This design comes from an exercise in tuning for small area, a short achievable clock period and few clock cycles on the open sky130 flow, not from production work. Where RTL was checked, it was by simulation tests only, not by an equivalence proof against the original. No activity file was given, so power comes from the tool's default toggle rates.

==> module rt_frag_stream, before the edit <==
module rt_frag_stream #(
    parameter int unsigned IW = rt_pkg::CAMERA_IW,
    parameter int unsigned QW = rt_pkg::CAMERA_QW
) (
    input  logic          clk,
    input  logic          resetn,
    input  logic          start,
    input  logic          abort,
    output logic          busy,
    output logic          done,
    input  logic [31:0]   image_width,
    input  logic [31:0]   image_height,
    input  logic [31:0]   camera_center_x,
    input  logic [31:0]   camera_center_y,
    input  logic [31:0]   camera_center_z,
    input  logic [31:0]   pixel_delta_u_x,
    input  logic [31:0]   pixel_delta_u_y,
    input  logic [31:0]   pixel_delta_u_z,
    input  logic [31:0]   pixel_delta_v_x,
    input  logic [31:0]   pixel_delta_v_y,
    input  logic [31:0]   pixel_delta_v_z,
    input  logic [31:0]   pixel_00_loc_x,
    input  logic [31:0]   pixel_00_loc_y,
    input  logic [31:0]   pixel_00_loc_z,
    output logic          m_valid,
    input  logic          m_ready,
    output logic [31:0]   m_data,
    output logic          m_last
);
    logic [IW-1:0] img_w, img_h;
    logic          unused_bits;
    logic busy_q, init_q, valid_q, done_q;
    logic          lc_q, lr_q, last_q, w1_q;
    logic [IW-1:0] xrem_q, yrem_q, wm1_q;
    logic [31:0]   acc_q, row_q, step_q;
    logic          hs, adv, row_start, lc_d, lr_d;
    logic [IW-1:0] xdec, ydec;
    logic [31:0]   sum;
    assign img_w = image_width[QW +: IW];
    assign img_h = image_height[QW +: IW];
    assign unused_bits = ^{image_width[QW-1:0], image_height[QW-1:0],
                           camera_center_y, camera_center_z,
                           pixel_delta_u_y, pixel_delta_u_z,
                           pixel_delta_v_y, pixel_delta_v_z,
                           pixel_00_loc_y, pixel_00_loc_z};
    assign hs        = valid_q & m_ready;
    assign adv       = init_q | hs;
    assign row_start = init_q | lc_q;
    assign xdec      = xrem_q - IW'(1);
    assign ydec      = yrem_q - IW'(1);
    rt_rgu #(
        .WL (32)
    ) u_rgu (
        .base  (lc_q & ~init_q ? row_q : acc_q),
        .delta (step_q),
        .cin   (init_q),
        .next  (sum)
    );
    always_comb begin
        lc_d = lc_q;
        lr_d = lr_q;
        if (init_q) begin
            lc_d = (xrem_q == IW'(1));
            lr_d = (yrem_q == IW'(1));
        end else if (hs) begin
            if (lc_q) begin
                lc_d = w1_q;
                lr_d = (yrem_q == IW'(1));
            end else begin
                lc_d = (xrem_q == IW'(1));
            end
        end
    end
    always_ff @(posedge clk or negedge resetn) begin
        if (!resetn) begin
            busy_q  <= 1'b0;
            init_q  <= 1'b0;
            valid_q <= 1'b0;
            done_q  <= 1'b0;
        end else begin
            done_q <= 1'b0;
            init_q <= 1'b0;
            if (abort) begin
                busy_q  <= 1'b0;
                valid_q <= 1'b0;
            end else if (!busy_q) begin
                if (start) begin
                    if (img_w != '0 && img_h != '0) begin
                        busy_q <= 1'b1;
                        init_q <= 1'b1;
                    end else begin
                        done_q <= 1'b1;
                    end
                end
            end else if (init_q) begin
                valid_q <= 1'b1;
            end else if (hs && last_q) begin
                busy_q  <= 1'b0;
                valid_q <= 1'b0;
                done_q  <= 1'b1;
            end
        end
    end
    always_ff @(posedge clk) begin
        step_q <= !busy_q ? ~camera_center_x
                : (lc_d ? pixel_delta_v_x : pixel_delta_u_x);
        if (!busy_q) begin
            acc_q  <= pixel_00_loc_x;
            row_q  <= pixel_00_loc_x;
            xrem_q <= img_w;
            yrem_q <= img_h;
        end else if (adv) begin
            acc_q  <= sum;
            lc_q   <= lc_d;
            lr_q   <= lr_d;
            last_q <= lc_d & lr_d;
            if (row_start) begin
                row_q  <= sum;
                yrem_q <= ydec;
            end
            if (init_q) begin
                xrem_q <= xdec;
                wm1_q  <= xdec;
                w1_q   <= (xrem_q == IW'(1));
            end else if (lc_q) begin
                xrem_q <= wm1_q;
            end else begin
                xrem_q <= xdec;
            end
        end
    end
    assign busy    = busy_q;
    assign done    = done_q;
    assign m_valid = valid_q;
    assign m_data  = acc_q;
    assign m_last  = last_q;
endmodule
Settings: LEC_CHECK=0, CAP_MARGIN=20, CORE_MARGIN=2, CORE_UTILIZATION=40, SLEW_MARGIN=20; clock period 10.0 ns.
run.sh (not shown) runs the stock make flow with config.mk's settings and CLKGATE_MAP_FILE= SYNTH_SCRIPT=/design/flow/synth_recipe.tcl, a recipe that flattens the netlist after the stock synthesis.
Rerun with:
--- a/flow/design.v
+++ b/flow/design.v
@@ -45,48 +45,44 @@
     logic [IW-1:0] img_w, img_h;
     logic          unused_bits;
     logic busy_q, init_q, valid_q, done_q;
     logic          lc_q, lr_q, last_q, w1_q;
     logic [IW-1:0] xrem_q, yrem_q, wm1_q;
     logic [31:0]   acc_q, row_q, step_q;
-    logic          hs, adv, row_start, lc_d, lr_d;
+    logic          idle, hs, adv, row_start, lc_a, lr_a;
     logic [IW-1:0] xdec, ydec;
     logic [31:0]   sum;
     assign img_w = image_width[QW +: IW];
     assign img_h = image_height[QW +: IW];
     assign unused_bits = ^{image_width[QW-1:0], image_height[QW-1:0],
                            camera_center_y, camera_center_z,
                            pixel_delta_u_y, pixel_delta_u_z,
                            pixel_delta_v_y, pixel_delta_v_z,
                            pixel_00_loc_y, pixel_00_loc_z};
+    assign idle      = ~(init_q | valid_q);
     assign hs        = valid_q & m_ready;
     assign adv       = init_q | hs;
     assign row_start = init_q | lc_q;
     assign xdec      = xrem_q - IW'(1);
     assign ydec      = yrem_q - IW'(1);
     rt_rgu #(
         .WL (32)
     ) u_rgu (
-        .base  (lc_q & ~init_q ? row_q : acc_q),
+        .base  (lc_q ? row_q : acc_q),
         .delta (step_q),
         .cin   (init_q),
         .next  (sum)
     );
     always_comb begin
-        lc_d = lc_q;
-        lr_d = lr_q;
-        if (init_q) begin
-            lc_d = (xrem_q == IW'(1));
-            lr_d = (yrem_q == IW'(1));
-        end else if (hs) begin
-            if (lc_q) begin
-                lc_d = w1_q;
-                lr_d = (yrem_q == IW'(1));
-            end else begin
-                lc_d = (xrem_q == IW'(1));
-            end
+        lc_a = (xrem_q == IW'(1));
+        lr_a = lr_q;
+        if (row_start) begin
+            lr_a = (yrem_q == IW'(1));
+        end
+        if (lc_q) begin
+            lc_a = w1_q;
         end
     end
     always_ff @(posedge clk or negedge resetn) begin
         if (!resetn) begin
             busy_q  <= 1'b0;
             init_q  <= 1'b0;
@@ -114,24 +110,25 @@
                 valid_q <= 1'b0;
                 done_q  <= 1'b1;
             end
         end
     end
     always_ff @(posedge clk) begin
-        step_q <= !busy_q ? ~camera_center_x
-                : (lc_d ? pixel_delta_v_x : pixel_delta_u_x);
-        if (!busy_q) begin
+        if (idle) begin
+            step_q <= ~camera_center_x;
             acc_q  <= pixel_00_loc_x;
             row_q  <= pixel_00_loc_x;
             xrem_q <= img_w;
             yrem_q <= img_h;
+            lc_q   <= 1'b0;
         end else if (adv) begin
+            step_q <= lc_a ? pixel_delta_v_x : pixel_delta_u_x;
             acc_q  <= sum;
-            lc_q   <= lc_d;
-            lr_q   <= lr_d;
-            last_q <= lc_d & lr_d;
+            lc_q   <= lc_a;
+            lr_q   <= lr_a;
+            last_q <= lc_a & lr_a;
             if (row_start) begin
                 row_q  <= sum;
                 yrem_q <= ydec;
             end
             if (init_q) begin
                 xrem_q <= xdec;
Outcome: Hold slack loses 0.013 ns. Setup slack gains 0.72 ns. Sequential share of layout area came out higher by 1.5 points. Global-route usage came out higher by 1.0 points. Power came out lower by 5.0%. Via count came out higher by 7.1%.
Function was not checked in any run of this note: the RTL went through the layout flow alone.

Setup of the previous run:
The RTL this note starts from:
==> flow/design.v <==
package rt_pkg;
    localparam int unsigned CAMERA_IW = 16;
    localparam int unsigned CAMERA_QW = 16;
    localparam int unsigned CAMERA_WL = CAMERA_IW + CAMERA_QW;
endpackage
module rt_rgu #(
    parameter int unsigned WL = rt_pkg::CAMERA_WL
) (
    input  logic [WL-1:0] base,
    input  logic [WL-1:0] delta,
    input  logic          cin,
    output logic [WL-1:0] next
);
    localparam int unsigned LV = $clog2(WL);
    logic [(LV+1)*WL-1:0] g, p;
    logic [WL-1:0]        hp;
    assign hp = base ^ delta;
    always_comb begin
        g = '0;
        p = '0;
        g[WL-1:0] = base & delta;
        p[WL-1:0] = hp;
        g[0] = (base[0] & delta[0]) | (hp[0] & cin);
        for (int l = 0; l < LV; l++) begin
            for (int i = 0; i < WL; i++) begin
                if (((i >> l) & 1) == 1) begin
                    g[(l+1)*WL + i] = g[l*WL + i]
                                    | (p[l*WL + i] & g[l*WL + ((i >> l) << l) - 1]);
                    p[(l+1)*WL + i] = p[l*WL + i] & p[l*WL + ((i >> l) << l) - 1];
                end else begin
                    g[(l+1)*WL + i] = g[l*WL + i];
                    p[(l+1)*WL + i] = p[l*WL + i];
                end
            end
        end
        next = hp ^ {g[LV*WL +: WL-1], cin};
    end
endmodule
module rt_frag_stream #(
    parameter int unsigned IW = rt_pkg::CAMERA_IW,
    parameter int unsigned QW = rt_pkg::CAMERA_QW
) (
    input  logic          clk,
    input  logic          resetn,
    input  logic          start,
    input  logic          abort,
    output logic          busy,
    output logic          done,
    input  logic [31:0]   image_width,
    input  logic [31:0]   image_height,
    input  logic [31:0]   camera_center_x,
    input  logic [31:0]   camera_center_y,
    input  logic [31:0]   camera_center_z,
    input  logic [31:0]   pixel_delta_u_x,
    input  logic [31:0]   pixel_delta_u_y,
    input  logic [31:0]   pixel_delta_u_z,
    input  logic [31:0]   pixel_delta_v_x,
    input  logic [31:0]   pixel_delta_v_y,
    input  logic [31:0]   pixel_delta_v_z,
    input  logic [31:0]   pixel_00_loc_x,
    input  logic [31:0]   pixel_00_loc_y,
    input  logic [31:0]   pixel_00_loc_z,
    output logic          m_valid,
    input  logic          m_ready,
    output logic [31:0]   m_data,
    output logic          m_last
);
    logic [IW-1:0] img_w, img_h;
    logic          unused_bits;
    logic busy_q, init_q, valid_q, done_q;
    logic          lc_q, lr_q, last_q, w1_q;
    logic [IW-1:0] xrem_q, yrem_q, wm1_q;
    logic [31:0]   acc_q, row_q, step_q;
    logic          idle, hs, adv, row_start, lc_a, lr_a;
    logic [IW-1:0] xdec, ydec;
    logic [31:0]   sum;
    assign img_w = image_width[QW +: IW];
    assign img_h = image_height[QW +: IW];
    assign unused_bits = ^{image_width[QW-1:0], image_height[QW-1:0],
                           camera_center_y, camera_center_z,
                           pixel_delta_u_y, pixel_delta_u_z,
                           pixel_delta_v_y, pixel_delta_v_z,
                           pixel_00_loc_y, pixel_00_loc_z};
    assign idle      = ~(init_q | valid_q);
    assign hs        = valid_q & m_ready;
    assign adv       = init_q | hs;
    assign row_start = init_q | lc_q;
    assign xdec      = xrem_q - IW'(1);
    assign ydec      = yrem_q - IW'(1);
    rt_rgu #(
        .WL (32)
    ) u_rgu (
        .base  (lc_q ? row_q : acc_q),
        .delta (step_q),
        .cin   (init_q),
        .next  (sum)
    );
    always_comb begin
        lc_a = (xrem_q == IW'(1));
        lr_a = lr_q;
        if (row_start) begin
            lr_a = (yrem_q == IW'(1));
        end
        if (lc_q && !init_q) begin
            lc_a = w1_q;
        end
    end
    always_ff @(posedge clk or negedge resetn) begin
        if (!resetn) begin
            busy_q  <= 1'b0;
            init_q  <= 1'b0;
            valid_q <= 1'b0;
            done_q  <= 1'b0;
        end else begin
            done_q <= 1'b0;
            init_q <= 1'b0;
            if (abort) begin
                busy_q  <= 1'b0;
                valid_q <= 1'b0;
            end else if (!busy_q) begin
                if (start) begin
                    if (img_w != '0 && img_h != '0) begin
                        busy_q <= 1'b1;
                        init_q <= 1'b1;
                    end else begin
                        done_q <= 1'b1;
                    end
                end
            end else if (init_q) begin
                valid_q <= 1'b1;
            end else if (hs && last_q) begin
                busy_q  <= 1'b0;
                valid_q <= 1'b0;
                done_q  <= 1'b1;
            end
        end
    end
    always_ff @(posedge clk) begin
        if (idle) begin
            step_q <= ~camera_center_x;
            row_q  <= pixel_00_loc_x;
            xrem_q <= img_w;
            yrem_q <= img_h;
            lc_q   <= 1'b1;
        end
        if (adv) begin
            acc_q  <= sum;
        end
        if (!idle && adv) begin
            step_q <= lc_a ? pixel_delta_v_x : pixel_delta_u_x;
            lc_q   <= lc_a;
            lr_q   <= lr_a;
            last_q <= lc_a & lr_a;
            if (row_start) begin
                row_q  <= sum;
                yrem_q <= ydec;
            end
            if (init_q) begin
                xrem_q <= xdec;
                wm1_q  <= xdec;
                w1_q   <= (xrem_q == IW'(1));
            end else if (lc_q) begin
                xrem_q <= wm1_q;
            end else begin
                xrem_q <= xdec;
            end
        end
    end
    assign busy    = busy_q;
    assign done    = done_q;
    assign m_valid = valid_q;
    assign m_data  = acc_q;
    assign m_last  = last_q;
endmodule
Settings: LEC_CHECK=0, CAP_MARGIN=20, CORE_MARGIN=2, CORE_UTILIZATION=40, CTS_BUF_LIST=sky130_fd_sc_hd__clkbuf_4 sky130_fd_sc_hd__clkbuf_8, SLEW_MARGIN=20; clock period 10.0 ns.
standard.sh (not shown) runs the stock make flow with config.mk's settings and CLKGATE_MAP_FILE= SYNTH_SCRIPT=/design/flow/synth_recipe.tcl, a recipe that flattens the netlist after the stock synthesis.
==> flow/flow/run.sh <==
#!/bin/bash
# Standard ORFS layout, with small fast port buffers and a tighter setup
# target for the resizer's timing repair. Full tool logs stay under orfs/logs;
# make's own output goes to standard_make.log.
set -euo pipefail
export BUFFER_PORTS_ARGS="-buffer_cell sky130_fd_sc_hd__buf_1"
bash standard.sh BUFFER_PORTS_ARGS="$BUFFER_PORTS_ARGS" SETUP_SLACK_MARGIN=7.0 finish > standard_make.log 2>&1
Testbench counts of the previous run, summed over its fixed seeds: cycles 25,740.
Inputs modified between the previous run and the current run:
--- a/flow/design.v
+++ b/flow/design.v
@@ -9,34 +9,11 @@
     input  logic [WL-1:0] base,
     input  logic [WL-1:0] delta,
     input  logic          cin,
     output logic [WL-1:0] next
 );
-    localparam int unsigned LV = $clog2(WL);
-    logic [(LV+1)*WL-1:0] g, p;
-    logic [WL-1:0]        hp;
-    assign hp = base ^ delta;
-    always_comb begin
-        g = '0;
-        p = '0;
-        g[WL-1:0] = base & delta;
-        p[WL-1:0] = hp;
-        g[0] = (base[0] & delta[0]) | (hp[0] & cin);
-        for (int l = 0; l < LV; l++) begin
-            for (int i = 0; i < WL; i++) begin
-                if (((i >> l) & 1) == 1) begin
-                    g[(l+1)*WL + i] = g[l*WL + i]
-                                    | (p[l*WL + i] & g[l*WL + ((i >> l) << l) - 1]);
-                    p[(l+1)*WL + i] = p[l*WL + i] & p[l*WL + ((i >> l) << l) - 1];
-                end else begin
-                    g[(l+1)*WL + i] = g[l*WL + i];
-                    p[(l+1)*WL + i] = p[l*WL + i];
-                end
-            end
-        end
-        next = hp ^ {g[LV*WL +: WL-1], cin};
-    end
+    assign next = base + delta + WL'(cin);
 endmodule
 module rt_frag_stream #(
     parameter int unsigned IW = rt_pkg::CAMERA_IW,
     parameter int unsigned QW = rt_pkg::CAMERA_QW
 ) (
Notes after the runs:
The current run vs. the previous run: wire length went up by 1600 um. Relative to the previous run, time the worst path needs with I/O delays and setup has decreased by 0.096 ns in the current run. Number of cell rows: the current run > the previous run. From the previous run to the current run the numbers moved as follows: hold buffer count at CTS roughly the same; total power higher; worst setup slack higher. As far as clock power is concerned, the previous run and the current run perform about the same.
Only the layout flow was run in the current run; the RTL was not checked for function there.

RTL: the design.v shown in full above, as it stands there.
export LEC_CHECK = 0
export CAP_MARGIN = 20
export CORE_MARGIN = 2
export CORE_UTILIZATION = 40
export SLEW_MARGIN = 20
export TNS_END_PERCENT = 0
create_clock -name core_clock -period 10.0 [get_ports {clk}]
==> flow/flow/run.sh <==
#!/bin/bash
# Standard ORFS layout with small port buffers, a compact clock tree and a
# tighter setup target for the resizer's timing repair. Each ORFS step keeps
# its full log under orfs/logs; make's own output goes to standard_make.log.
set -euo pipefail
export BUFFER_PORTS_ARGS="-buffer_cell sky130_fd_sc_hd__buf_1"
export CTS_ARGS="-sink_clustering_enable -repair_clock_nets -buf_list {sky130_fd_sc_hd__clkbuf_8 sky130_fd_sc_hd__clkbuf_16} -sink_clustering_size 30 -sink_clustering_max_diameter 100 -dont_use_dummy_load"
bash standard.sh BUFFER_PORTS_ARGS="$BUFFER_PORTS_ARGS" CTS_ARGS="$CTS_ARGS" SETUP_SLACK_MARGIN=7.0 finish > standard_make.log 2>&1
Testbench counts at the start, summed over its fixed seeds: cycles 25,740.
==> next run, changes <==
--- a/flow/design.v
+++ b/flow/design.v
@@ -68,9 +68,9 @@
     logic [IW-1:0] img_w, img_h;
     logic          unused_bits;
     logic busy_q, init_q, valid_q, done_q;
     logic          lc_q, lr_q, last_q, w1_q;
-    logic [IW-1:0] xrem_q, yrem_q, wm1_q;
+    logic [IW-1:0] xrem_q, yrem_q, w_q;
     logic [31:0]   acc_q, row_q, step_q;
     logic          idle, hs, adv, row_start, lc_a, lr_a;
     logic [IW-1:0] xdec, ydec;
     logic [31:0]   sum;
@@ -95,16 +95,10 @@
         .cin   (init_q),
         .next  (sum)
     );
     always_comb begin
-        lc_a = (xrem_q == IW'(1));
-        lr_a = lr_q;
-        if (row_start) begin
-            lr_a = (yrem_q == IW'(1));
-        end
-        if (lc_q && !init_q) begin
-            lc_a = w1_q;
-        end
+        lc_a = lc_q ? w1_q : (xrem_q == IW'(2));
+        lr_a = row_start ? (yrem_q == IW'(1)) : lr_q;
     end
     always_ff @(posedge clk or negedge resetn) begin
         if (!resetn) begin
             busy_q  <= 1'b0;
@@ -135,35 +129,28 @@
             end
         end
     end
     always_ff @(posedge clk) begin
+        step_q <= idle ? ~camera_center_x
+                : ((adv ? lc_a : lc_q) ? pixel_delta_v_x : pixel_delta_u_x);
         if (idle) begin
-            step_q <= ~camera_center_x;
             row_q  <= pixel_00_loc_x;
-            xrem_q <= img_w;
+            w_q    <= img_w;
+            w1_q   <= (img_w == IW'(1));
             yrem_q <= img_h;
             lc_q   <= 1'b1;
         end
         if (adv) begin
             acc_q  <= sum;
+            xrem_q <= lc_q ? w_q : xdec;
         end
         if (!idle && adv) begin
-            step_q <= lc_a ? pixel_delta_v_x : pixel_delta_u_x;
             lc_q   <= lc_a;
             lr_q   <= lr_a;
             last_q <= lc_a & lr_a;
             if (row_start) begin
                 row_q  <= sum;
                 yrem_q <= ydec;
-            end
-            if (init_q) begin
-                xrem_q <= xdec;
-                wm1_q  <= xdec;
-                w1_q   <= (xrem_q == IW'(1));
-            end else if (lc_q) begin
-                xrem_q <= wm1_q;
-            end else begin
-                xrem_q <= xdec;
             end
         end
     end
     assign busy    = busy_q;
Result: The new run finished clean. Sequential power decreases by a few percent. Power decreases by a few percent. Synthesized cell count decreases by roughly a tenth. Cell area decreases by a little under a tenth. First-iteration DRC count decreases by a quarter to a third. Die area decreases by a few percent. Via count decreases by roughly a tenth. Utilization decreases by 0.97 points. Maximum frequency decreases by a few percent. Clock-buffer cell count is unchanged. Critical path depth decreases by 1. Sequential share of layout area hardly moves.
Testbench counts after the change, summed over its fixed seeds: cycles 25,740.

## separate check: timing with driven ports
Ports are ideal in the flow. The routed layouts listed here were re-timed in OpenROAD.
Step 1 sets driving cells, clkbuf_16 on the clock port and buf_2 on the other inputs (assumed; they add their load-dependent delay and slew).
Step 2 also shifts input and output timing later by t, the mid clock arrival at the registers, as if the neighbouring blocks saw the same clock.
Slacks: ideal / step 1 / step 2; pairs: ideal / step 1.
| run | shift t [ns] | setup WS [ns] | worst hold slack (ns) | worst slew at a driven data input, ns |
|---|---|---|---|---|
| the first run of note 1 | 0.466 | 5.429 / 5.429 / 5.429 | 0.548 / 0.548 / 0.548 | 0.08 |
| the second run of note 1 | 0.479 | 6.150 / 6.150 / 5.846 | 0.536 / 0.536 / 0.536 | 0.13 |
| the previous run | 0.480 | 6.825 / 6.825 / 6.518 | 0.476 / 0.476 / 0.476 | 0.08 |
| the current run | 0.499 | 6.921 / 6.895 / 6.517 | 0.478 / 0.478 / 0.478 | 0.08 |
| the first run of note 3 | 0.467 | 6.790 / 6.790 / 6.368 | 0.474 / 0.474 / 0.474 | 0.11 |
| the second run of note 3 | 0.460 | 6.606 / 6.606 / 6.179 | 0.466 / 0.466 / 0.466 | 0.11 |
After both steps setup and hold are still met in every run listed. For the second run of note 3, which loses most, drivers alone change the setup slack by 0.000 ns; drivers and shift together by -0.427 ns.
